From an optimization exercise on the open Yosys and OpenROAD flow, aimed at small area, a short achievable clock period and few clock cycles per item; shortcuts taken in it are not production practice.
The RTL was checked by simulation tests, not by an equivalence proof against the original design.
Power and IR drop assume default switching activity.

## flow/my_synth.tcl

```tcl
proc synth {args} { yosys synth -nofsm -noshare {*}$args }
# technology mapping with this flow's own ABC script (MY_ABC_SCRIPT) in place of ORFS's
proc abc {args} {
  set i [lsearch -exact $args -script]
  if {$i >= 0 && [info exists ::env(MY_ABC_SCRIPT)]} {
    set args [lreplace $args [expr {$i + 1}] [expr {$i + 1}] $::env(MY_ABC_SCRIPT)]
  }
  yosys abc {*}$args
}
source $::env(SCRIPTS_DIR)/synth.tcl
# left out here: clear keep_hierarchy, flatten, clean up, hide names made inside functions, write 1_2_yosys.v
```

## design.v

```verilog
package msd_pkg;
   localparam int CSR_INDEX_BITS = 3;
   localparam int CSR_DATA_BITS  = 32;
   localparam int CFG_TIME_BITS  = 32;
   localparam int THRESH_BITS    = 18;
   typedef enum logic [CSR_INDEX_BITS-1:0] {
      CSR_IDLE_TIMEOUT  = 3'd0,
      CSR_WAKE_GRACE    = 3'd1,
      CSR_LIFT_STABLE   = 3'd2,
      CSR_SET_DOWN_HOLD = 3'd3,
      CSR_STILL_THRESH  = 3'd4
   } csr_index_type;
   typedef enum logic [1:0] {
      KIND_TIME   = 2'd0,
      KIND_SAMPLE = 2'd1,
      KIND_ENTER  = 2'd2,
      KIND_WAKE   = 2'd3
   } kind_type;
   typedef enum logic [1:0] {
      CTX_PLAYING = 2'd0,
      CTX_PAUSED  = 2'd1,
      CTX_MENU    = 2'd2,
      CTX_OTHER   = 2'd3
   } context_type;
   typedef enum logic [1:0] {
      FLAT_NONE = 2'd0,
      FLAT_UP   = 2'd1,
      FLAT_DOWN = 2'd2,
      FLAT_BAD  = 2'd3
   } flat_type;
   typedef enum logic [1:0] {
      VERDICT_NONE  = 2'd0,
      VERDICT_ENTER = 2'd1,
      VERDICT_WAKE  = 2'd2,
      VERDICT_RSVD  = 2'd3
   } verdict_type;
endpackage
module motion_standby_decider #(
   parameter int TIME_BITS  = 32,
   parameter int ACCEL_BITS = 16
) (
   input  logic                                 clock,
   input  logic                                 reset,
   input  logic                                 csr_wr_en,
   input  logic [msd_pkg::CSR_INDEX_BITS-1:0]   csr_index,
   input  logic [msd_pkg::CSR_DATA_BITS-1:0]    csr_wr_data,
   input  logic                                 req_valid,
   output logic                                 req_stall,
   input  logic [1:0]                           req_kind,
   input  logic [TIME_BITS-1:0]                 req_now_ms,
   input  logic [1:0]                           req_screen_context,
   input  logic [1:0]                           req_flat_class,
   input  logic signed [ACCEL_BITS-1:0]         req_accel_x,
   input  logic signed [ACCEL_BITS-1:0]         req_accel_y,
   input  logic signed [ACCEL_BITS-1:0]         req_accel_z,
   output logic                                 rsp_valid,
   input  logic                                 rsp_stall,
   output logic [1:0]                           rsp_verdict,
   output logic                                 rsp_screen_off,
   output logic                                 rsp_standby_now,
   output logic                                 rsp_wake_allowed
);
   localparam int DRIFT_BITS = ACCEL_BITS + 2;
   function automatic logic time_reached(input logic [TIME_BITS-1:0] now,
                                         input logic [TIME_BITS-1:0] since,
                                         input logic [TIME_BITS-1:0] limit);
      logic [TIME_BITS-1:0] x, y, cs, cc;
      logic [TIME_BITS+1:0] w;
      logic                 k;
      x  = since;
      y  = ~now;
      cs = x ^ y ^ limit;
      cc = (x & y) | (x & limit) | (y & limit);
      w  = {2'b00, cs} + {1'b0, cc, 1'b0};
      k  = since > now;
      time_reached = k ? !w[TIME_BITS+1] : !(w[TIME_BITS+1] || w[TIME_BITS]);
   endfunction
   logic [TIME_BITS-1:0]             idle_timeout_ff, wake_grace_ff, lift_stable_ff, hold_time_ff;
   logic [msd_pkg::THRESH_BITS-1:0]  still_thresh_ff;
   logic [msd_pkg::CSR_DATA_BITS-1:0] csr_data;
   assign csr_data = reset ? '0 : csr_wr_data;
   always_ff @(posedge clock) begin
      if (reset || (csr_wr_en && csr_index == msd_pkg::CSR_IDLE_TIMEOUT))  idle_timeout_ff <= csr_data;
      if (reset || (csr_wr_en && csr_index == msd_pkg::CSR_WAKE_GRACE))    wake_grace_ff   <= csr_data;
      if (reset || (csr_wr_en && csr_index == msd_pkg::CSR_LIFT_STABLE))   lift_stable_ff  <= csr_data;
      if (reset || (csr_wr_en && csr_index == msd_pkg::CSR_SET_DOWN_HOLD)) hold_time_ff    <= csr_data;
      if (reset || (csr_wr_en && csr_index == msd_pkg::CSR_STILL_THRESH))
         still_thresh_ff <= csr_data[msd_pkg::THRESH_BITS-1:0];
   end
   logic                   in_valid_ff;
   logic [1:0]             kind_ff;
   logic [TIME_BITS-1:0]   now_ff;
   logic [1:0]             ctx_ff;
   logic [1:0]             flat_ff;
   logic [ACCEL_BITS-1:0]  ax_ff, ay_ff, az_ff;
   logic                   stall_ff;
   always_ff @(posedge clock) begin
      in_valid_ff <= req_valid && !stall_ff && !reset;
      kind_ff     <= req_kind;
      now_ff      <= req_now_ms;
      ctx_ff      <= req_screen_context;
      flat_ff     <= req_flat_class;
      ax_ff       <= req_accel_x;
      ay_ff       <= req_accel_y;
      az_ff       <= req_accel_z;
   end
   logic                   standby_ff;
   logic                   mode_ff;        
   logic                   ctx_seen_ff;
   logic [1:0]             prev_ctx_ff;
   logic [1:0]             hold_face_ff;   
   logic [TIME_BITS-1:0]   ta_ff, tb_ff;
   logic [ACCEL_BITS-1:0]  ref_x_ff, ref_y_ff, ref_z_ff;
   logic        is_time, is_sample, is_enter, is_wake;
   logic        is_flat, face_down, reading_ctx, idle_ctx, ctx_new;
   logic        same_face, lift_pend;
   logic        drift_big;
   logic        reach_a, reach_b, grace_zero, idle_on;
   assign is_time   = kind_ff == msd_pkg::KIND_TIME;
   assign is_sample = kind_ff == msd_pkg::KIND_SAMPLE;
   assign is_enter  = kind_ff == msd_pkg::KIND_ENTER;
   assign is_wake   = kind_ff == msd_pkg::KIND_WAKE;
   assign is_flat     = flat_ff[0] ^ flat_ff[1];
   assign face_down   = flat_ff == msd_pkg::FLAT_DOWN;
   assign reading_ctx = !ctx_ff[1];
   assign idle_ctx    = ctx_ff[0] ^ ctx_ff[1];
   assign ctx_new     = !kind_ff[1] && (!ctx_seen_ff || ctx_ff != prev_ctx_ff);
   assign same_face   = flat_ff == hold_face_ff;
   assign lift_pend   = hold_face_ff[0];
   localparam int DW = DRIFT_BITS + 2;
   logic [DW-1:0] ex, ey, ez, rx, ry, rz, xx, xy, xz, gx, gy, gz;
   logic          sx, sy, sz;
   logic [DW-1:0] t1s, t1c, t2s, t2c, o2a, o2b, t3s, t3c, o3a, t4s, t4c, o4a, o4b, t5s, t5c, o5a, o5b, pm;
   assign ex = {{(DW-ACCEL_BITS){ax_ff[ACCEL_BITS-1]}}, ax_ff};
   assign ey = {{(DW-ACCEL_BITS){ay_ff[ACCEL_BITS-1]}}, ay_ff};
   assign ez = {{(DW-ACCEL_BITS){az_ff[ACCEL_BITS-1]}}, az_ff};
   assign rx = {{(DW-ACCEL_BITS){ref_x_ff[ACCEL_BITS-1]}}, ref_x_ff};
   assign ry = {{(DW-ACCEL_BITS){ref_y_ff[ACCEL_BITS-1]}}, ref_y_ff};
   assign rz = {{(DW-ACCEL_BITS){ref_z_ff[ACCEL_BITS-1]}}, ref_z_ff};
   assign sx = {!ax_ff[ACCEL_BITS-1], ax_ff[ACCEL_BITS-2:0]} < {!ref_x_ff[ACCEL_BITS-1], ref_x_ff[ACCEL_BITS-2:0]};
   assign sy = {!ay_ff[ACCEL_BITS-1], ay_ff[ACCEL_BITS-2:0]} < {!ref_y_ff[ACCEL_BITS-1], ref_y_ff[ACCEL_BITS-2:0]};
   assign sz = {!az_ff[ACCEL_BITS-1], az_ff[ACCEL_BITS-2:0]} < {!ref_z_ff[ACCEL_BITS-1], ref_z_ff[ACCEL_BITS-2:0]};
   assign xx = ~(ex ^ rx);
   assign xy = ~(ey ^ ry);
   assign xz = ~(ez ^ rz);
   assign gx = sx ? (ex & ~rx) : (~ex & rx);
   assign gy = sy ? (ey & ~ry) : (~ey & ry);
   assign gz = sz ? (ez & ~rz) : (~ez & rz);
   assign t1s = xx ^ xy ^ xz;
   assign t1c = (xx & xy) | (xx & xz) | (xy & xz);
   assign o2a = {t1c[DW-2:0], 1'b1};
   assign o2b = DW'(still_thresh_ff);
   assign t2s = t1s ^ o2a ^ o2b;
   assign t2c = (t1s & o2a) | (t1s & o2b) | (o2a & o2b);
   assign o3a = {gx[DW-2:0], 1'b1};
   logic [DW-1:0] o3b;
   assign o3b = {t2c[DW-2:0], 1'b1};
   assign t3s = t2s ^ o3b ^ o3a;
   assign t3c = (t2s & o3b) | (t2s & o3a) | (o3b & o3a);
   assign o4a = {gy[DW-2:0], 1'b0};
   assign o4b = {gz[DW-2:0], 1'b0};
   assign t4s = t3s ^ o4a ^ o4b;
   assign t4c = (t3s & o4a) | (t3s & o4b) | (o4a & o4b);
   assign o5a = {t4c[DW-2:0], 1'b0};
   assign o5b = {t3c[DW-2:0], 1'b0};
   assign t5s = t4s ^ o5a ^ o5b;
   assign t5c = (t4s & o5a) | (t4s & o5b) | (o5a & o5b);
   assign pm = t5s + {t5c[DW-2:0], 1'b0};
   assign drift_big = pm[DW-1];
   assign reach_a    = time_reached(now_ff, ta_ff, standby_ff ? wake_grace_ff : idle_timeout_ff);
   assign reach_b    = time_reached(now_ff, tb_ff, standby_ff ? lift_stable_ff : hold_time_ff);
   assign grace_zero = wake_grace_ff == '0;
   assign idle_on    = idle_timeout_ff != '0;
   logic        standby_in, mode_in;
   logic [1:0]  hold_face_in;
   logic        load_ta, load_tb;
   logic [1:0]  verdict_in;
   logic        screen_off_in, wake_ok_in;
   logic        awake, a_sample, a_held, restart, hold_enter, idle_base, idle_fire;
   logic        enter_ext, wake_ext, s_sample, lift_start, wake_v, hold_kept;
   assign awake      = !standby_ff;
   assign a_sample   = awake && is_sample;
   assign a_held     = a_sample && is_flat && reading_ctx && mode_ff;
   assign restart    = a_held && (!same_face || drift_big);
   assign hold_enter = a_held && same_face && !drift_big && reach_b;
   assign idle_base  = awake && !kind_ff[1] && idle_on && idle_ctx && !ctx_new && reach_a;
   assign idle_fire  = idle_base && !hold_enter;
   assign enter_ext  = awake && is_enter;
   assign s_sample   = standby_ff && is_sample && !is_flat && mode_ff;
   assign lift_start = s_sample && !lift_pend;
   assign wake_v     = s_sample && lift_pend && reach_b && reach_a;
   assign wake_ext   = standby_ff && is_wake;
   assign hold_kept  = is_sample ? a_held : (hold_face_ff != 2'b00);
   assign standby_in = standby_ff ? !(wake_v || wake_ext) : (enter_ext || hold_enter || idle_base);
   assign load_ta    = (awake && (ctx_new || enter_ext || hold_enter || idle_base)) || wake_v || wake_ext;
   assign load_tb    = restart || lift_start;
   assign verdict_in = {wake_v, hold_enter || idle_fire};
   assign screen_off_in = hold_enter && face_down;
   assign wake_ok_in = standby_ff ? (wake_v || wake_ext || reach_a)
                                  : (!(enter_ext || hold_enter || idle_base) || grace_zero);
   always_comb begin
      mode_in      = mode_ff;
      hold_face_in = hold_face_ff;
      if (standby_ff) begin
         if (is_sample && is_flat) begin
            mode_in      = 1'b1;                
            hold_face_in = 2'b00;               
         end else if (lift_start) begin
            hold_face_in = 2'b01;               
         end else if (wake_v) begin
            mode_in      = 1'b1;                
            hold_face_in = 2'b00;
         end else if (wake_ext) begin
            mode_in      = 1'b0;                
            hold_face_in = 2'b00;
         end
      end else begin
         if (a_sample && !is_flat) begin
            mode_in = 1'b1;
         end
         if (a_sample && !a_held) begin
            hold_face_in = 2'b00;
         end
         if (restart) begin
            hold_face_in = flat_ff;
         end
         if (hold_enter || enter_ext) begin
            mode_in      = hold_enter;          
            hold_face_in = 2'b00;
         end
         if (idle_fire) begin
            mode_in      = hold_kept;           
            hold_face_in = 2'b00;
         end
      end
   end
   always_ff @(posedge clock) begin
      if (reset) begin
         standby_ff   <= 1'b0;
         mode_ff      <= 1'b1;
         ctx_seen_ff  <= 1'b0;
         hold_face_ff <= 2'b00;
      end else if (in_valid_ff) begin
         standby_ff   <= standby_in;
         mode_ff      <= mode_in;
         hold_face_ff <= hold_face_in;
         if (!kind_ff[1]) begin
            ctx_seen_ff <= 1'b1;
         end
      end
   end
   always_ff @(posedge clock) begin
      if (in_valid_ff) begin
         if (!kind_ff[1]) prev_ctx_ff <= ctx_ff;
         if (load_ta) ta_ff <= now_ff;
         if (load_tb) tb_ff <= now_ff;
         if (restart) begin
            ref_x_ff <= ax_ff;
            ref_y_ff <= ay_ff;
            ref_z_ff <= az_ff;
         end
      end
   end
   logic [4:0] res;
   logic [4:0] q0_ff, q1_ff, q2_ff;
   logic       v0_ff, v1_ff, v2_ff;
   logic       pop, push;
   logic       s0, s1, s2;    
   logic       v1_next, v2_next;
   assign res  = {verdict_in, screen_off_in, standby_in, wake_ok_in};
   assign pop  = v0_ff && !rsp_stall;
   assign push = in_valid_ff;
   assign s0   = pop ? v1_ff : v0_ff;
   assign s1   = pop ? v2_ff : v1_ff;
   assign s2   = !pop && v2_ff;
   assign v1_next = s1 || (s0 && push);
   assign v2_next = s2 || (s1 && push);
   always_ff @(posedge clock) begin
      if (reset) begin
         v0_ff <= 1'b0;
         v1_ff <= 1'b0;
         v2_ff <= 1'b0;
      end else begin
         v0_ff <= s0 || push;
         v1_ff <= v1_next;
         v2_ff <= v2_next;
      end
      q0_ff <= s0 ? (pop ? q1_ff : q0_ff) : res;
      q1_ff <= s1 ? (pop ? q2_ff : q1_ff) : res;
      q2_ff <= s2 ? q2_ff : res;
   end
   always_ff @(posedge clock) begin
      if (reset) begin
         stall_ff <= 1'b0;
      end else begin
         stall_ff <= v2_next || (v1_next && req_valid && !stall_ff);
      end
   end
   assign req_stall        = stall_ff;
   assign rsp_valid        = v0_ff;
   assign rsp_verdict      = q0_ff[4:3];
   assign rsp_screen_off   = q0_ff[2];
   assign rsp_standby_now  = q0_ff[1];
   assign rsp_wake_allowed = q0_ff[0];
endmodule
```

## flow/run.sh

```bash
#!/bin/bash
# Standard layout with these changes:
# - synthesis maps the logic with flow/abc_delay.script (ABC delay target 2500 ps) through
#   flow/my_synth.tcl, and leaves adders to ABC (no full-adder cell extraction), so ABC
#   sees whole arithmetic paths; registers are untouched;
# - port buffers are plain buf_1 cells;
# - timing repair aims at a setup margin (slack to keep in reserve) of 11.6 ns;
# - the clock tree uses clkbuf_8 cells over clusters of up to 12 registers, without dummy loads.
set -euo pipefail
export MY_ABC_SCRIPT=$PWD/flow/abc_delay.script
export BUFFER_PORTS_ARGS="-buffer_cell sky130_fd_sc_hd__buf_1"
export CTS_ARGS="-sink_clustering_enable -repair_clock_nets -dont_use_dummy_load -buf_list sky130_fd_sc_hd__clkbuf_8 -sink_clustering_size 12 -sink_clustering_max_diameter 50"
bash standard.sh SYNTH_SCRIPT=$PWD/flow/my_synth.tcl ADDER_MAP_FILE= SETUP_SLACK_MARGIN=11.6 finish > make_finish.log 2>&1
```

## constraint.sdc

```tcl
create_clock -name core_clock -period 16.0 [get_ports {clock}]
set_input_delay 3.2000 -clock core_clock [delete_from_list [all_inputs] [get_ports {clock}]]
set_output_delay 3.2000 -clock core_clock [all_outputs]
set_load 0.01 [all_outputs]
```

## standard.sh

```bash
#!/bin/bash
# synth_recipe.tcl (not shown) runs the flow's synth.tcl, then flattens the netlist and writes it again
# the make line also repeats each setting of config.mk as NAME=value (left out here)
make -C /OpenROAD-flow-scripts/flow DESIGN_CONFIG=/design/flow/config.mk WORK_HOME=/design/flow/orfs CLKGATE_MAP_FILE= SYNTH_SCRIPT=/design/flow/synth_recipe.tcl "${@:-finish}"
```

## flow/abc_delay.script

```
strash
dch
map -D 2500
topo
stime -c
buffer -c
upsize -c
dnsize -c
```

## config.mk

```make
export PLATFORM = sky130hd
export DESIGN_NAME = motion_standby_decider
export DESIGN_NICKNAME = motion_standby_decider
export VERILOG_FILES = /design/flow/design.v
export SDC_FILE = /design/flow/constraint.sdc
export NUM_CORES = 4
export LEC_CHECK = 0
export CAP_MARGIN = 20
export CORE_MARGIN = 2
export CORE_UTILIZATION = 60
export SLEW_MARGIN = 20
```

==> impl_metrics.toml, run 1 <==
[run_status]
status = "finished clean"

[sta]
drv_slew = 0
fin_worst_skew_ns = 0.0636
hold_viol = 0
finalWorstSetupSlack_ns = 11.41
fin_crit_sh_pct = 28.7
setup_tns_ns = 0
fin_crit_ns = 4.59
rsz0062_at_grt = "true"
worst_pin_slew_ns = 0.934
setup_viol = 0
fmax_ghz = 0.218
max_slew_margin_pct = 37.2

[logic_synthesis]
ys_seq_area_share_pct = 43.5
synth_ff_type = "edfxtp_1"
synth_cell_type_count = 89
synth_top_area_share_pct = 35.3
synthCells = 3015
synth.avg_cell_area_um2 = 7.75
synth_edf_count = 275
async_flop_share_pct = 0
syn_area_um2 = 23400
synth_seq_cells = 371
yosys-top-cells-area = "edfxtp_1 (35%), nand2_1 (13%), dfxtp_1 (8.2%), inv_1 (5.6%), nor2_1 (5.6%)"
ys_warn_count = 1
synthesis.nets = 3141
yosysTopAreaCell = "edfxtp_1"

[power]
p_leak_nw = 12.2
total_power_w = 0.00247
power.density_nw_per_um2 = 88.5
peakVddDrop_mv = 0.0829

[worst_setup_path]
start_kind = "flip-flop"
slowest_delay_ns = 0.44
crit_type = "flip-flop to flip-flop"
path_max_fanout = 8
path_buf_inv = 5
cp.arrival_ns = 4.89
slowest_stage = "edfxtp_1"
end_kind = "flip-flop"
cp_top_family = "simple AND/OR/NAND/NOR gates"
worstPathRequired_ns = 16.30

[drt]
drtAntennaViolNets = 0
initialDrtViolationCount = 1697
drc = 0
wl_um = 68000
dr.pass1.iters = 8
wl_per_cell_um = 17.9
vias_per_cell = 5.84
vias = 22215

[cts]
cts.clk_slew.worst_paths_ns = 0.08
clock_latency_ns = 0.64
h-tree-depth = 2
cts_sinks = 371
tritoncts = "built"
cts_buffers = 43
clockBufferDepth = 3
clock-root-buffer = "clkbuf_8"

[global_routing]
antenna_found_initial = 0
grt_use_total_pct = 32.0
grt.overflow.total = 0
grt_pass1_wl_um = 103000
grt_max_degree = 39
grt_pass1_vias = 20974

[final_layout]
area_growth_syn_to_layout_pct = 19.5
drive_above_1_share_pct = 17.3
post-route-util_pct = 72.5
layout_commonest_cell = "nand2_1"
nets = 3416
insertedDiodeCount = 0
n_fill_cell = 3000
mostFrequentLayoutCells = "nand2_1 (773), inv_1 (338), nor2_1 (295), edfxtp_1 (275), nand3_1 (173)"

[floorplan]
fp.dieH_um = 201
die_w_um = 201
die-area_um2 = 40600
io-pin-count = 133
rows = 72
core_area_um2 = 38600
start_util_pct = 60.6

[job]
cap_violations = 0

[placed_design]
gp_congestion = 0.930
place_ws_ns = 9.63
hpwl_um = 47600
numPortBuffers = 132

[worst_hold_path]
hold_path.class = "flip-flop to flip-flop"
per-layer routing:
metal	part of all wire, %	global-route usage, %	wire length (um)
met1	39	37.7	26600
met2	50	57.0	33800
met3	5.5	3.73	3770
met4	5.7	17.4	3890
met5	0	0	0
worst register-to-register path, cell delays in order (launching register included):
cell and delay (ns):
edfxtp_1 0.44, nand2_2 0.17, nand2_1 0.13, nor2_2 0.16
nand2_2 0.11, nor2_4 0.17, o21ai_4 0.10, buf_12 0.17
buf_6 0.14, nand3_2 0.07, nand4_1 0.20, buf_4 0.22
a21oi_4 0.17, nor3_2 0.08, o2bb2ai_2 0.23, nand2_1 0.12
o22a_1 0.24, nand4_1 0.16, a21oi_2 0.06, o21bai_2 0.18
nand4_4 0.21, nand2_4 0.13, nand2_4 0.06, nor2_4 0.14
buf_12 0.20, clkbuf_16 0.22
cell type report:
| cell class | instances | area [um^2] | area share (%) |
|---|---|---|---|
| Tap cell | 518 | 648 | 2.32 |
| Sequential cell | 371 | 10200 | 36.5 |
| Inverter | 364 | 1390 | 4.96 |
| Clock buffer | 43 | 592 | 2.12 |
| Multi-Input combinational cell | 2252 | 13200 | 47.2 |
| Timing Repair Buffer | 258 | 1940 | 6.93 |
logic make-up after synthesis:
family          share of synthesized area, %
mux                                    0.557
fa+ha+maj                             0.0428
simple gates                            30.3
compound gates                          15.1
flops                                   43.5
xor+xnor                                3.71
buf+inv                                 6.67
registers in the layout, summed over array words and instances, names as in the netlist, 5 cells and up:
name and flops:
q2_ff 5, ref_z_ff 16, ta_ff 32, idle_timeout_ff 32
ref_y_ff 16, tb_ff 32, ax_ff 16, still_thresh_ff 18
q1_ff 5, now_ff 32, wake_grace_ff 32, ref_x_ff 16
q0_ff 5, hold_time_ff 32, lift_stable_ff 32, az_ff 16
ay_ff 16
through the flow:
stage	std cells	instance area, um^2	hold slack (ns)
5_1_grt	3806	27900	0.467
4_1_cts	3748	26400	0.455
3_3_place_gp	3643	24500	0.422
2_1_floorplan	3015	23500	0.408
3_5_place_dp	3643	24500	0.437
6_report	3806	27900	0.453
cells in the mapped netlist, drive strengths merged, types with 23 or more instances:
| cell | number |
|---|---|
| nand4 | 92 |
| o2bb2ai | 25 |
| or2 | 41 |
| edfxtp | 275 |
| o211ai | 41 |
| nand3 | 200 |
| o21a | 27 |
| a22oi | 24 |
| dfxtp | 96 |
| a21oi | 113 |
| buf | 27 |
| nor4 | 30 |
| o21ai | 152 |
| nor2 | 372 |
| xnor2 | 45 |
| nand2 | 822 |
| nor3 | 23 |
| inv | 363 |
| xor2 | 48 |
worst paths after layout:
| kind | startpoint | end | slack [ns] | cells past startpoint |
|---|---|---|---|---|
| max | ref_x_ff[8] | ref_y_ff[7] | 11.41 | 25 |
| min | ax_ff[10] | ref_x_ff[10] | 0.45 | 0 |
| max reg2reg | ref_x_ff[8] | ref_y_ff[7] | 11.41 | 25 |
| min reg2reg | ax_ff[10] | ref_x_ff[10] | 0.45 | 0 |
report_power, final:
group          internal, W  switching (W)  leakage [nW]
combinational     0.000296       0.000491          8.45
clock             0.000238       0.000316         0.309
sequential         0.00110      0.0000375          3.44
total              0.00163       0.000845          12.2
repair_timing:
item / CTS / global route
setup buffers: 55 / 50
cloned: 7 / 8
hold buffers: 0 / 0
pin swaps: 41 / 89
endpoints found under the setup margin: 276 / 181
resized for setup: 153 / 225
Testbench counts, summed over its fixed seeds: cycles 24,016, items 24,000.
==> run 2, diff against run 1 <==
--- a/flow/run.sh
+++ b/flow/run.sh
@@ -1,6 +1,6 @@
 #!/bin/bash
 # Standard layout with these changes:
-# - synthesis maps the logic with flow/abc_delay.script (ABC delay target 2500 ps) through
+# - synthesis maps the logic with flow/abc_delay.script (ABC delay target 3000 ps) through
 #   flow/my_synth.tcl, and leaves adders to ABC (no full-adder cell extraction), so ABC
 #   sees whole arithmetic paths; registers are untouched;
 # - port buffers are plain buf_1 cells;
==> flow/abc_delay.script (replaced) <==
strash
dch
map -D 3000 -B 0.9
topo
stime -c
buffer -c
upsize -c -D 3000
dnsize -c -D 3000
--- a/config.mk
+++ b/config.mk
@@ -9,3 +9,4 @@
 export CORE_MARGIN = 2
 export CORE_UTILIZATION = 60
 export SLEW_MARGIN = 20
+export TNS_END_PERCENT = 5
==> run 2 against run 1 <==
Net effect:
- combinational power down 21%
- critical path type is now primary input to flip-flop
- worst hold slack worse by 0.013 ns
- final cell count up 2.2%
- largest cell class unchanged
- via count down 5.5%
- routed wire length down 8.0%
==> impl_metrics.toml, run 2 <==
[final_layout]
mostFrequentLayoutCells = "nand2_1 (1,232), inv_1 (501), edfxtp_1 (275), nand3_1 (242), nor2_1 (230)"
n_fill_cell = 3140
area_growth_syn_to_layout_pct = 13.7
design_area_um2 = 25700
layout_commonest_cell = "nand2_1"
nets = 3543
insertedDiodeCount = 0
drive_above_1_share_pct = 8.40

[worst_setup_path]
path_buf_inv = 3
cp_top_family = "buffers and inverters"
worstPathRequired_ns = 16.26
path_max_fanout = 38
rr_worst_depth = 33
end_kind = "flip-flop"
slowest_delay_ns = 0.47
crit_type = "primary input to flip-flop"
start_kind = "primary input"
slowest_stage = "buf_4"
r2r_slack_ns = 11.68
cp.arrival_ns = 4.63
crit_chain = "clkbuf_4 -> clkinv_2 -> o31ai_4 -> buf_4"
crit_cells = 4

[cts]
clock-root-buffer = "clkbuf_8"
ctsHoldBuffers = 0
clockBufferDepth = 3
clock_latency_ns = 0.67
cts.clk_slew.worst_paths_ns = 0.08
cts_sinks = 371
cts_buffers = 44
tritoncts = "built"
h-tree-depth = 2

[power]
power.density_nw_per_um2 = 90.1
p_leak_nw = 12.9
peakVddDrop_mv = 0.0732

[worst_hold_path]
hold_depth = 0
hold_path.class = "flip-flop to flip-flop"

[global_routing]
grt_use_total_pct = 29.2
grt_pass1_vias = 18698
grt_pass1_wl_um = 89800
grt.overflow.total = 0
grt_max_degree = 81
antenna_found_initial = 0

[sta]
fin_worst_skew_ns = 0.114
max_slew_margin_pct = 31.5
setup_viol = 0
worst_pin_slew_ns = 1.02
drv_slew = 0
fin_crit_sh_pct = 27.3
rsz0062_at_grt = "true"
fmax_ghz = 0.229
fin_crit_ns = 4.37
hold_viol = 0
hold-worst-slack_ns = 0.441
setup_tns_ns = 0

[drt]
initialDrtViolationCount = 1475
dr.pass1.iters = 5
vias = 20999
wl_um = 62600
wl_met3_um = 3960
drc = 0
wl_met2_um = 29800
wl_met1_um = 25300
vias_per_cell = 5.40
wl_per_cell_um = 16.1
drtAntennaViolNets = 0
top_layer = "met4"

[floorplan]
io-pin-count = 133
die-area_um2 = 39200
die_w_um = 198
start_util_pct = 60.5
fp.dieH_um = 198
rows = 71
core_area_um2 = 37300

[logic_synthesis]
synthCells = 3207
synthesis.nets = 3333
synth_seq_cells = 371
synth_most_common_cell = "nand2_1"
ys_seq_area_share_pct = 45.1
synth.avg_cell_area_um2 = 7.03
synth_common_cells = "nand2_1 (1,274), inv_1 (504), edfxtp_1 (275)"
synth_edf_count = 275
synth_ff_type = "edfxtp_1"
synth_cell_type_count = 49
yosysTopAreaCell = "edfxtp_1"
synth_top_area_share_pct = 36.6
ys_warn_count = 1
syn_area_um2 = 22600
async_flop_share_pct = 0
yosys-top-cells-area = "edfxtp_1 (37%), nand2_1 (21%), dfxtp_1 (8.5%), inv_1 (8.4%), nand3_1 (5.5%)"

[placed_design]
gp_congestion = 0.902
hpwl_um = 43200
place_area_um2 = 23600
numPortBuffers = 132

[run_status]
status = "finished clean"

[job]
cap_violations = 0
run 2: cell count changes after synthesis, moves of 27 or more:
cell / change
nor2_1: -101
nand2_1: +458
nand3_1: +50
nand4_1: -55
inv_1: +156
a21oi_1: -61
o21ai_1: -27
o21ai_0: +45
run 2: path summary, 6_finish.rpt:
| check | startpoint | endpoint |
|---|---|---|
| hold reg to reg | ay_ff[13] | ref_y_ff[13] |
| hold / removal | ay_ff[13] | ref_y_ff[13] |
| setup / recovery | reset | lift_stable_ff[0] |
| setup reg to reg | ref_x_ff[7] | ref_x_ff[12] |
run 2: area by class of cell:
type                    instances  area (um^2)  share of cell area, %
clock buffers                  44          606                   2.36
inverters                     507         1920                   7.50
multi-input cells            2307        11000                   43.0
flip-flops and latches        371        10200                   39.7
well taps                     474          593                   2.31
repair buffers                186         1300                   5.06
run 2: per-stage QoR:
| stage | util (%) | worst slack (ns) | power (W) | std cells |
|---|---|---|---|---|
| after global routing | 68.7 | 11.41 | 0.00245 | 3889 |
| after CTS | 65.5 | 11.36 | 0.00227 | 3836 |
| after floorplan | - | 11.32 | 0.00157 | 3207 |
| final | 68.7 | 11.63 | 0.00231 | 3889 |
| after detailed placement | 63.4 | 10.37 | 0.00171 | 3788 |
| after global placement | 63.4 | 10.38 | 0.00169 | 3788 |
run 2: where the power goes:
group          leakage (nW)  internal [W]  switching, W  total (W)
combinational          9.20      0.000216      0.000408   0.000624
clock                 0.316      0.000243      0.000317   0.000560
sequential             3.44       0.00110     0.0000329    0.00113
run 2: timing repair:
action                                  4_1_cts  5_1_grt
setup buffers                                 2       28
endpoints found under the setup margin      279      136
cloned                                        2       25
pin swaps                                     2       24
gates resized for setup                      33      169
run 2: logic make-up (layout without fill, tap and decap cells):
kind of cell	Yosys count	in the layout	share of synthesized area (%)
muxes	1	1	0.0444
xor gates and xnor gates	78	78	3.03
buffers and inverters	542	737	9.18
AOI/OAI and AO/OA	277	277	7.06
DFF	371	371	45.1
and+or+nand+nor	1938	1951	35.6
run 2: worst reg2reg max path, delay by kind of cell (launching register included):
family | cells | cell delay (ns)
AO/OA/AOI/OAI | 3 | 0.33
buffers and inverters | 6 | 0.91
flip-flops | 1 | 0.42
AND/OR/NAND/NOR | 24 | 2.34
run 2: routing by layer:
layer / track usage, % / vias to the layer above
met3: 4.17 / 200
met4: 11.3 / 0
met5: 0 / -
met1: 36.5 / 9497
met2: 51.2 / 672
li1: - / 10630
==> run 3, diff against run 2 <==
--- a/config.mk
+++ b/config.mk
@@ -9,4 +9,3 @@
 export CORE_MARGIN = 2
 export CORE_UTILIZATION = 60
 export SLEW_MARGIN = 20
-export TNS_END_PERCENT = 5
==> run 3 against run 2 <==
Net effect:
- area after synthesis unchanged
- flip-flop and latch count did not move
- via count decreased by 0.50%
- critical path depth stayed put
- largest power group unchanged
==> impl_metrics.toml, run 3 <==
[placed_design]
hpwl_um = 43400
gp_congestion = 0.909
numPortBuffers = 132
dp_cells = 3787
place_ws_ns = 10.14

[global_routing]
top_usage_layer = "met2"
use_met3_pct = 4.34
grtUsageMet1_pct = 37.1
grt_max_degree = 49
antenna_found_initial = 0
gr-usage-met2_pct = 51.1
grt_pass1_wl_um = 91000
grt_use_total_pct = 29.7
grt_pass1_vias = 18723
grt.overflow.total = 0

[power]
switching_share_pct = 32.7
power.density_nw_per_um2 = 91.0
peakVddDrop_mv = 0.0788
p_leak_nw = 12.9
total_power_w = 0.00232
power_frac_clock_pct = 24.8
p_int_w = 0.00156
switchingPower_w = 0.000758
combPwrFrac_pct = 26.6
pwr-share-seq_pct = 48.6

[floorplan]
core_area_um2 = 37300
io-pin-count = 133
die_w_um = 198
die-area_um2 = 39200
rows = 71
start_util_pct = 60.5
fp.dieH_um = 198

[logic_synthesis]
synthCells = 3207
synth_edf_count = 275
synth_most_common_cell = "nand2_1"
syn_area_um2 = 22600
yosysTopAreaCell = "edfxtp_1"
synth_common_cells = "nand2_1 (1,274), inv_1 (504), edfxtp_1 (275)"
synth_ff_type = "edfxtp_1"
async_flop_share_pct = 0
synth_top_area_share_pct = 36.6
ys_warn_count = 1
yosys-top-cells-area = "edfxtp_1 (37%), nand2_1 (21%), dfxtp_1 (8.5%), inv_1 (8.4%), nand3_1 (5.5%)"
synth.avg_cell_area_um2 = 7.03
synth_cell_type_count = 49
synthesis.nets = 3333
synth_seq_cells = 371
ys_seq_area_share_pct = 45.1

[drt]
initialDrtViolationCount = 1356
drtAntennaViolNets = 0
drc = 0
dr.pass1.iters = 6
wl_um = 61300
vias_per_cell = 5.38
wl_per_cell_um = 15.8
vias = 20893

[worst_setup_path]
worstPathRequired_ns = 16.27
end_kind = "flip-flop"
path_max_fanout = 38
start_kind = "primary input"
cp.arrival_ns = 4.63
crit_type = "primary input to flip-flop"

[cts]
clock_latency_ns = 0.63
ctsHoldBuffers = 0
cts_buffers = 46
clock-root-buffer = "clkbuf_8"
h-tree-depth = 2
clockBufferDepth = 3
tritoncts = "built"
cts_sinks = 371
cts.clk_slew.worst_paths_ns = 0.06

[sta]
max_slew_margin_pct = 52.9
drv_slew = 0
fin_crit_ns = 4.36
finalWorstSetupSlack_ns = 11.64
worst_pin_slew_ns = 0.699
hold-worst-slack_ns = 0.432
hold_viol = 0
setup_viol = 0
fin_crit_sh_pct = 27.2
setup_tns_ns = 0
fin_worst_skew_ns = 0.0564
fmax_ghz = 0.229
rsz0062_at_grt = "true"

[final_layout]
insertedDiodeCount = 0
mostFrequentLayoutCells = "nand2_1 (1,248), inv_1 (500), edfxtp_1 (275), nand3_1 (236), nor2_1 (230)"
stdcell_count = 3886
nets = 3540
area_growth_syn_to_layout_pct = 13.1
n_fill_cell = 3120
layout_commonest_cell = "nand2_1"
drive_above_1_share_pct = 8.12

[run_status]
status = "finished clean"

[worst_hold_path]
hold_path.class = "flip-flop to flip-flop"

[job]
cap_violations = 0
run 3: cell counts after synthesis:
No cell type changed its count.
run 3: power groups by stage:
stage	registers, W	logic, W	clock network [W]
2_1_floorplan	0.00114	0.000434	0
3_3_place_gp	0.00115	0.000544	0
3_5_place_dp	0.00115	0.000560	0
4_1_cts	0.00113	0.000573	0.000588
5_1_grt	0.00113	0.000698	0.000618
6_report	0.00113	0.000617	0.000576
run 3: path summary, 6_finish.rpt:
path                                    endpoint  cells after the start  slack [ns]    startpoint
worst max-delay path            wake_grace_ff[6]                      4       11.64         reset
worst min-delay path                 ref_z_ff[1]                      0        0.43      az_ff[1]
worst max register to register       ref_x_ff[1]                     31       11.73  ref_y_ff[11]
worst min register to register       ref_z_ff[1]                      0        0.43      az_ff[1]
run 3: area by class of cell:
| cell class | count | area, um^2 | share of cell area (%) |
|---|---|---|---|
| multi-input cells | 2303 | 11000 | 42.9 |
| inverters | 507 | 1940 | 7.59 |
| flip-flops and latches | 371 | 10200 | 39.9 |
| clock buffers | 46 | 633 | 2.48 |
| well taps | 474 | 593 | 2.32 |
| repair buffers | 185 | 1200 | 4.72 |
run 3: logic make-up after synthesis:
logic type                after synthesis  synth area share [%]
AOI/OAI and AO/OA                     277                  7.06
xor gates and xnor gates               78                  3.03
buffers and inverters                 542                  9.18
DFF                                   371                  45.1
muxes                                   1                0.0444
and+or+nand+nor                      1938                  35.6
run 3: timing repair:
action	CTS	global route
buffers inserted	2	31
resized for setup	50	125
pin swaps	4	23
cloned	5	14
setup endpoints to repair	280	178
run 3: layer usage:
metal	part of all wire (%)	up-vias	routed length, um
met5	0	-	0
met4	6.0	0	3690
met3	6.7	201	4130
met2	47	691	28700
met1	41	9395	24800
li1	-	10606	-
run 3: worst max-delay path, cell delays in order:
cell	delay (ns)
clkbuf_4	0.44
clkinv_2	0.40
o31ai_4	0.13
buf_4	0.41
run 3: through the flow:
stage          util [%]  area [um^2]
6_report           68.4        25500
5_1_grt            68.4        25500
4_1_cts            65.9        24600
3_5_place_dp       63.4        23700
3_3_place_gp       63.4        23700
2_1_floorplan         -        22700
==> run 4, diff against run 3 <==
==> flow/run.sh (replaced) <==
#!/bin/bash
# Standard layout with these changes:
# - synthesis maps the logic with flow/abc_delay.script (ABC delay target 3000 ps) through
#   flow/my_synth.tcl, and leaves adders to ABC (no full-adder cell extraction), so ABC
#   sees whole arithmetic paths; registers are untouched;
# - port buffers are plain buf_1 cells;
# - timing repair aims at a setup margin (slack to keep in reserve) of 11.8 ns;
# - the clock tree uses clkbuf_8 cells over clusters of up to 12 registers, without dummy loads.
set -euo pipefail
export MY_ABC_SCRIPT=$PWD/flow/abc_delay.script
export BUFFER_PORTS_ARGS="-buffer_cell sky130_fd_sc_hd__buf_1"
export CTS_ARGS="-sink_clustering_enable -repair_clock_nets -dont_use_dummy_load -buf_list sky130_fd_sc_hd__clkbuf_8 -sink_clustering_size 12 -sink_clustering_max_diameter 50"
bash standard.sh SYNTH_SCRIPT=$PWD/flow/my_synth.tcl ADDER_MAP_FILE= SETUP_SLACK_MARGIN=11.8 finish > make_finish.log 2>&1
--- a/config.mk
+++ b/config.mk
@@ -9,3 +9,4 @@
 export CORE_MARGIN = 2
 export CORE_UTILIZATION = 60
 export SLEW_MARGIN = 20
+export TNS_END_PERCENT = 5
==> run 4 against run 3 <==
Net effect:
- die area unchanged
- critical endpoint is now hold_time_ff[19]
- register-to-register slack improved by 0.04 ns
- first-iteration DRC count increased by 17%
- via count increased by 1.5%
- area after synthesis unchanged
- combinational power increased by 7.5%
- clock-buffer cell count decreased by 2
==> impl_metrics.toml, run 4 <==
[logic_synthesis]
synth_cell_type_count = 49
synthCells = 3207
synth.avg_cell_area_um2 = 7.03
synth_seq_cells = 371
async_flop_share_pct = 0
yosys.area_share.simple_pct = 35.6
synth_common_cells = "nand2_1 (1,274), inv_1 (504), edfxtp_1 (275)"
yosys-top-cells-area = "edfxtp_1 (37%), nand2_1 (21%), dfxtp_1 (8.5%), inv_1 (8.4%), nand3_1 (5.5%)"
ys_warn_count = 1
synthMuxAreaShare_pct = 0.0444
synth_top_area_share_pct = 36.6
synth_top_family_by_area = "simple AND/OR/NAND/NOR gates"
syn_area_um2 = 22600
ys_seq_area_share_pct = 45.1
synth-compound-area-share_pct = 7.06
yosysTopAreaCell = "edfxtp_1"
synth-xor-area-share_pct = 3.03
synthesis.nets = 3333
synth_ff_type = "edfxtp_1"
synthAdderAreaFrac_pct = 0
synth_most_common_cell = "nand2_1"
synth_edf_count = 275

[sta]
worst_pin_slew_ns = 1.02
fin_crit_sh_pct = 27.0
hold-worst-slack_ns = 0.441
fmax_ghz = 0.231
hold_viol = 0
rsz0062_at_grt = "true"
fin_crit_ns = 4.32
setup_tns_ns = 0
fin_worst_skew_ns = 0.112
max_slew_margin_pct = 32.0
setup_viol = 0
drv_slew = 0

[worst_setup_path]
path_max_fanout = 38
crit_type = "primary input to flip-flop"
timing.rr.start = "ref_x_ff[15]"
slowest_delay_ns = 0.44
end_kind = "flip-flop"
r2r_end = "ref_z_ff[14]"
cp_top_family = "buffers and inverters"
path_buf_inv = 3
start_kind = "primary input"
cp.arrival_ns = 4.60
slowest_stage = "buf_4"
crit_start = "reset"
crit_chain = "clkbuf_4 -> clkinv_2 -> o31ai_4 -> buf_4"
worstPathRequired_ns = 16.27
rr_worst_depth = 31
r2r_slack_ns = 11.77

[floorplan]
core_area_um2 = 37300
rows = 71
die_w_um = 198
die-area_um2 = 39200
io-pin-count = 133
start_util_pct = 60.5
fp.dieH_um = 198

[power]
peakVddDrop_mv = 0.0728
power.density_nw_per_um2 = 89.6
p_leak_nw = 13.1

[placed_design]
dp_cells = 3788
gp_congestion = 0.902
hpwl_um = 43200
numPortBuffers = 132

[final_layout]
nets = 3547
mostFrequentLayoutCells = "nand2_1 (1,167), inv_1 (492), edfxtp_1 (275), nor2_1 (224), nand3_1 (214)"
stdcell_count = 3893
drive_above_1_share_pct = 12.3
insertedDiodeCount = 0
multiInputGateArea_um2 = 11500
n_fill_cell = 3053
area_growth_syn_to_layout_pct = 16.4
seq_area_um2 = 10200
layout_commonest_cell = "nand2_1"

[worst_hold_path]
hold_path.class = "flip-flop to flip-flop"
min-delay-start = "ay_ff[13]"
holdPathEnd = "ref_y_ff[13]"
hold_depth = 0

[drt]
drtAntennaViolNets = 0
wl_per_cell_um = 16.3
wl_um = 63600
drc = 0
initialDrtViolationCount = 1591
vias = 21209
vias_per_cell = 5.45
dr.pass1.iters = 6

[global_routing]
grt_use_total_pct = 30.4
grt_pass1_wl_um = 92800
grt_pass1_vias = 19010
grt_max_degree = 81
grt.overflow.total = 0
antenna_found_initial = 0

[cts]
clock_latency_ns = 0.66
clock-root-buffer = "clkbuf_8"
cts_buffers = 44
cts_sinks = 371
tritoncts = "built"
h-tree-depth = 2
cts.clk_slew.worst_paths_ns = 0.07
ctsHoldBuffers = 0
clockBufferDepth = 3

[job]
cap_violations = 0

[run_status]
status = "finished clean"
==> run 4: cell families (layout without fill, tap and decap cells) <==
group	after synthesis	in the layout
XOR/XNOR	78	78
flip-flops	371	371
multiplexers	1	1
AO/OA/AOI/OAI	277	277
buffers and inverters	542	746
AND/OR/NAND/NOR	1938	1946
==> run 4: stage by stage <==
stage | setup slack (ns) | instance area, um^2 | total power [W] | utilization (%)
floorplan | 11.32 | 22600 | 0.00157 | -
global placement | 10.38 | 23600 | 0.00169 | 63.4
detailed placement | 10.37 | 23600 | 0.00171 | 63.4
CTS | 11.63 | 24900 | 0.00228 | 66.8
global route | 11.54 | 26300 | 0.00249 | 70.4
finish | 11.68 | 26300 | 0.00235 | 70.4
==> run 4: per-layer routing <==
| layer | share of wire (%) | GRT usage, % | vias up |
|---|---|---|---|
| met5 | 0 | 0 | - |
| met4 | 6.0 | 14.8 | 0 |
| met3 | 7.0 | 4.62 | 215 |
| met2 | 48 | 52.4 | 784 |
| met1 | 39 | 37.5 | 9582 |
| li1 | - | - | 10628 |
==> run 4: worst register-to-register path, delay by kind of cell (launching register included) <==
kind	cells	cell delay, ns
AND/OR/NAND/NOR	27	2.98
flip-flops	1	0.41
buffers and inverters	3	0.39
AO/OA/AOI/OAI	1	0.09
==> run 4: area by class of cell <==
| type | instances | area share (%) |
|---|---|---|
| clock buffer | 44 | 2.31 |
| inverter | 507 | 7.33 |
| tap | 474 | 2.26 |
| sequential | 371 | 38.8 |
| timing repair buffer | 195 | 5.56 |
| multi-input combinational | 2302 | 43.7 |
==> run 4: timing repair <==
action / CTS / global route
pin swaps: 19 / 80
setup endpoints to repair: 287 / 281
buffers inserted: 12 / 24
gates cloned: 11 / 14
gates resized for setup: 113 / 252
==> run 4: power by group <==
group,internal (W),switching (W)
logic,0.000230,0.000433
registers,0.00110,0.0000331
clock network,0.000243,0.000318
==> run 4: worst max-delay path by stage <==
| stage | to | depth (start not counted) |
|---|---|---|
| 5_1_grt | ta_ff[0] | 30 |
| 3_5_place_dp | hold_time_ff[7] | 4 |
| 3_3_place_gp | hold_time_ff[4] | 4 |
| 6_report | hold_time_ff[19] | 4 |
| 4_1_cts | rsp_verdict[1] | 1 |
| 2_1_floorplan | wake_grace_ff[0] | 3 |
==> run 5, diff against run 4 <==
==> flow/run.sh (replaced) <==
#!/bin/bash
# Standard layout with these changes:
# - synthesis maps the logic with flow/abc_delay.script (ABC delay target 3000 ps) through
#   flow/my_synth.tcl, and leaves adders to ABC (no full-adder cell extraction), so ABC
#   sees whole arithmetic paths; registers are untouched;
# - port buffers are plain buf_1 cells;
# - timing repair aims at a setup margin (slack to keep in reserve) of 11.6 ns;
# - the clock tree uses clkbuf_4 cells over clusters of up to 10 registers, without dummy loads.
set -euo pipefail
export MY_ABC_SCRIPT=$PWD/flow/abc_delay.script
export BUFFER_PORTS_ARGS="-buffer_cell sky130_fd_sc_hd__buf_1"
export CTS_ARGS="-sink_clustering_enable -repair_clock_nets -dont_use_dummy_load -buf_list sky130_fd_sc_hd__clkbuf_4 -sink_clustering_size 10 -sink_clustering_max_diameter 40"
bash standard.sh SYNTH_SCRIPT=$PWD/flow/my_synth.tcl ADDER_MAP_FILE= SETUP_SLACK_MARGIN=11.6 finish > make_finish.log 2>&1
--- a/config.mk
+++ b/config.mk
@@ -9,4 +9,3 @@
 export CORE_MARGIN = 2
 export CORE_UTILIZATION = 60
 export SLEW_MARGIN = 20
-export TNS_END_PERCENT = 5
==> run 5 against run 4 <==
Net effect:
- maximum frequency fell by 4.8%
- global-route usage fell by 0.31 points
- critical path depth fell by 3
- highest routed layer unchanged
- clock-buffer cell count rose by 15
- final cell count rose by 0.28%
- area after synthesis did not move
- still clean on timing, DRC and antenna
- sequential share of layout area rose by 0.76 points
- largest cell class unchanged
==> impl_metrics.toml, run 5 <==
[sta]
fmax_ghz = 0.220
max_slew_margin_pct = 32.6
fin_worst_skew_ns = 0.123
setup_viol = 0
drv_slew = 0
fin_crit_ns = 4.54
rsz0062_at_grt = "true"
fin_crit_sh_pct = 28.4
hold-worst-slack_ns = 0.439
hold_viol = 0
worst_pin_slew_ns = 1.00
setup_tns_ns = 0

[logic_synthesis]
synthCells = 3207
synth_top_area_share_pct = 36.6
async_flop_share_pct = 0
synth_common_cells = "nand2_1 (1,274), inv_1 (504), edfxtp_1 (275)"
yosys-top-cells-area = "edfxtp_1 (37%), nand2_1 (21%), dfxtp_1 (8.5%), inv_1 (8.4%), nand3_1 (5.5%)"
ys_warn_count = 1
syn_area_um2 = 22600
synth_ff_type = "edfxtp_1"
synth_most_common_cell = "nand2_1"
yosysTopAreaCell = "edfxtp_1"
synth_cell_type_count = 49
synth_seq_cells = 371
synth_edf_count = 275
ys_seq_area_share_pct = 45.1
synth.avg_cell_area_um2 = 7.03
synthesis.nets = 3333

[global_routing]
grt_pass1_vias = 18969
antenna_found_initial = 1
grt_use_total_pct = 30.1
grt_max_degree = 41
grt.overflow.total = 0
grt_pass1_wl_um = 92300

[drt]
wl_per_cell_um = 15.9
drtAntennaViolNets = 0
wl_met1_um = 25300
vias_per_cell = 5.42
wl_met2_um = 29300
wl_um = 62200
drc = 0
vias = 21164
top_layer = "met4"
initialDrtViolationCount = 1638
wl_met3_um = 4230
dr.pass1.iters = 9

[worst_hold_path]
hold_path.class = "flip-flop to flip-flop"
holdPathEnd = "ref_z_ff[7]"
hold_depth = 0
min-delay-start = "az_ff[7]"

[worst_setup_path]
start_kind = "flip-flop"
crit_chain = "clkbuf_2"
path_buf_inv = 1
timing.rr.start = "ref_y_ff[15]"
slowest_stage = "edfxtp_1"
rr_worst_depth = 32
end_kind = "output port"
path_max_fanout = 1
r2r_slack_ns = 11.71
r2r_end = "ref_z_ff[5]"
cp_top_family = "flip-flops"
worstPathRequired_ns = 12.80
cp.arrival_ns = 1.34
slowest_delay_ns = 0.40
crit_type = "flip-flop to output port"

[final_layout]
stdcell_count = 3904
nets = 3557
drive_above_1_share_pct = 11.2
layout_commonest_cell = "nand2_1"
seq_area_um2 = 10200
multiInputGateArea_um2 = 11300
mostFrequentLayoutCells = "nand2_1 (1,202), inv_1 (500), edfxtp_1 (275), nor2_1 (224), nand3_1 (218)"
design_area_um2 = 25800
area_growth_syn_to_layout_pct = 14.2
n_fill_cell = 3102

[cts]
cts_buffers = 59
clock_latency_ns = 0.86
h-tree-depth = 2
clockBufferDepth = 3
tritoncts = "built"
clock-root-buffer = "clkbuf_4"
cts.clk_slew.worst_paths_ns = 0.10
cts_sinks = 371
ctsHoldBuffers = 0

[floorplan]
die_w_um = 198
start_util_pct = 60.5
die-area_um2 = 39200
io-pin-count = 133
rows = 71
core_area_um2 = 37300
fp.dieH_um = 198

[placed_design]
gp_congestion = 0.909
dp_cells = 3787
hpwl_um = 43400
numPortBuffers = 132
place_area_um2 = 23700

[power]
total_power_w = 0.00224
peakVddDrop_mv = 0.0691
p_leak_nw = 13.0
power.density_nw_per_um2 = 87.0

[job]
cap_violations = 0

[run_status]
status = "finished clean"
## run 5: logic make-up after synthesis
logic type / synth area share, %
XOR/XNOR: 3.03
AO/OA/AOI/OAI: 7.06
buffers and inverters: 9.18
multiplexers: 0.0444
AND/OR/NAND/NOR: 35.6
flip-flops: 45.1
## run 5: layout make-up
cell class	count	area share (%)
multi-input cells	2303	43.9
flip-flops and latches	371	39.6
inverters	507	7.52
repair buffers	189	5.02
well taps	474	2.30
clock buffers	59	1.72
diodes	1	0.00971
## run 5: report_power, final
| part | total [W] | internal [W] | switching [W] | leakage, nW |
|---|---|---|---|---|
| Sequential | 0.00113 | 0.00109 | 0.0000337 | 3.44 |
| Combinational | 0.000635 | 0.000221 | 0.000413 | 9.27 |
| Clock | 0.000479 | 0.000167 | 0.000312 | 0.271 |
## run 5: worst max-delay path by stage
stage | start | endpoint | cells past startpoint
CTS | q0_ff[3] | rsp_verdict[0] | 1
finish | q0_ff[3] | rsp_verdict[0] | 1
floorplan | csr_index[2] | wake_grace_ff[0] | 3
global route | q0_ff[3] | rsp_verdict[0] | 1
global placement | standby_ff | ta_ff[10] | 23
detailed placement | standby_ff | ta_ff[10] | 23
## run 5: what timing repair did
item / 4_1_cts / 5_1_grt
resized for setup: 65 / 231
endpoints found under the setup margin: 284 / 132
pin swaps: 4 / 37
gates cloned: 7 / 12
setup buffers: 3 / 34
## run 5: through the flow
step,setup WS [ns],utilization [%]
after floorplan,11.35,-
after global placement,10.15,63.4
after detailed placement,10.14,63.4
after CTS,11.37,65.7
after global routing,11.38,69.1
final,11.46,69.1
## run 5: per-layer routing
| metal | track usage [%] | vias up |
|---|---|---|
| li1 | - | 10666 |
| met2 | 51.5 | 778 |
| met1 | 37.9 | 9522 |
| met4 | 13.8 | 0 |
| met5 | 0 | - |
| met3 | 4.36 | 198 |

port drivers added, routing unchanged:
In the flow no input, the clock included, has a driving cell. The finished layouts below were timed again as built, in two steps.
Step 1, drivers: a clkbuf_16 drives clock and a buf_2 each remaining input, both assumed.
Step 2 times the ports against the registers' clock, not the clock port: input delays grow and output delays shrink by t, the midpoint of the rising clock arrivals with the driver on.
Slacks: no drivers / after step 1 / after step 2; pairs: no drivers / after step 1.
run | shift t [ns] | slack for setup (ns) | clock arrival spread, ns | cell pins on the clock port's net
run 1 | 0.662 | 11.412 / 11.412 / 11.070 | 0.064 / 0.063 | 1
run 2 | 0.664 | 11.630 / 11.587 / 10.990 | 0.114 / 0.114 | 1
run 3 | 0.660 | 11.641 / 11.606 / 11.009 | 0.058 / 0.058 | 1
run 4 | 0.663 | 11.677 / 11.631 / 11.038 | 0.113 / 0.113 | 1
run 5 | 0.849 | 11.459 / 11.406 / 10.953 | 0.123 / 0.123 | 1
After both steps every run listed still meets setup and hold. For run 2, which loses most, drivers alone change the setup slack by -0.043 ns; drivers and shift together by -0.640 ns.
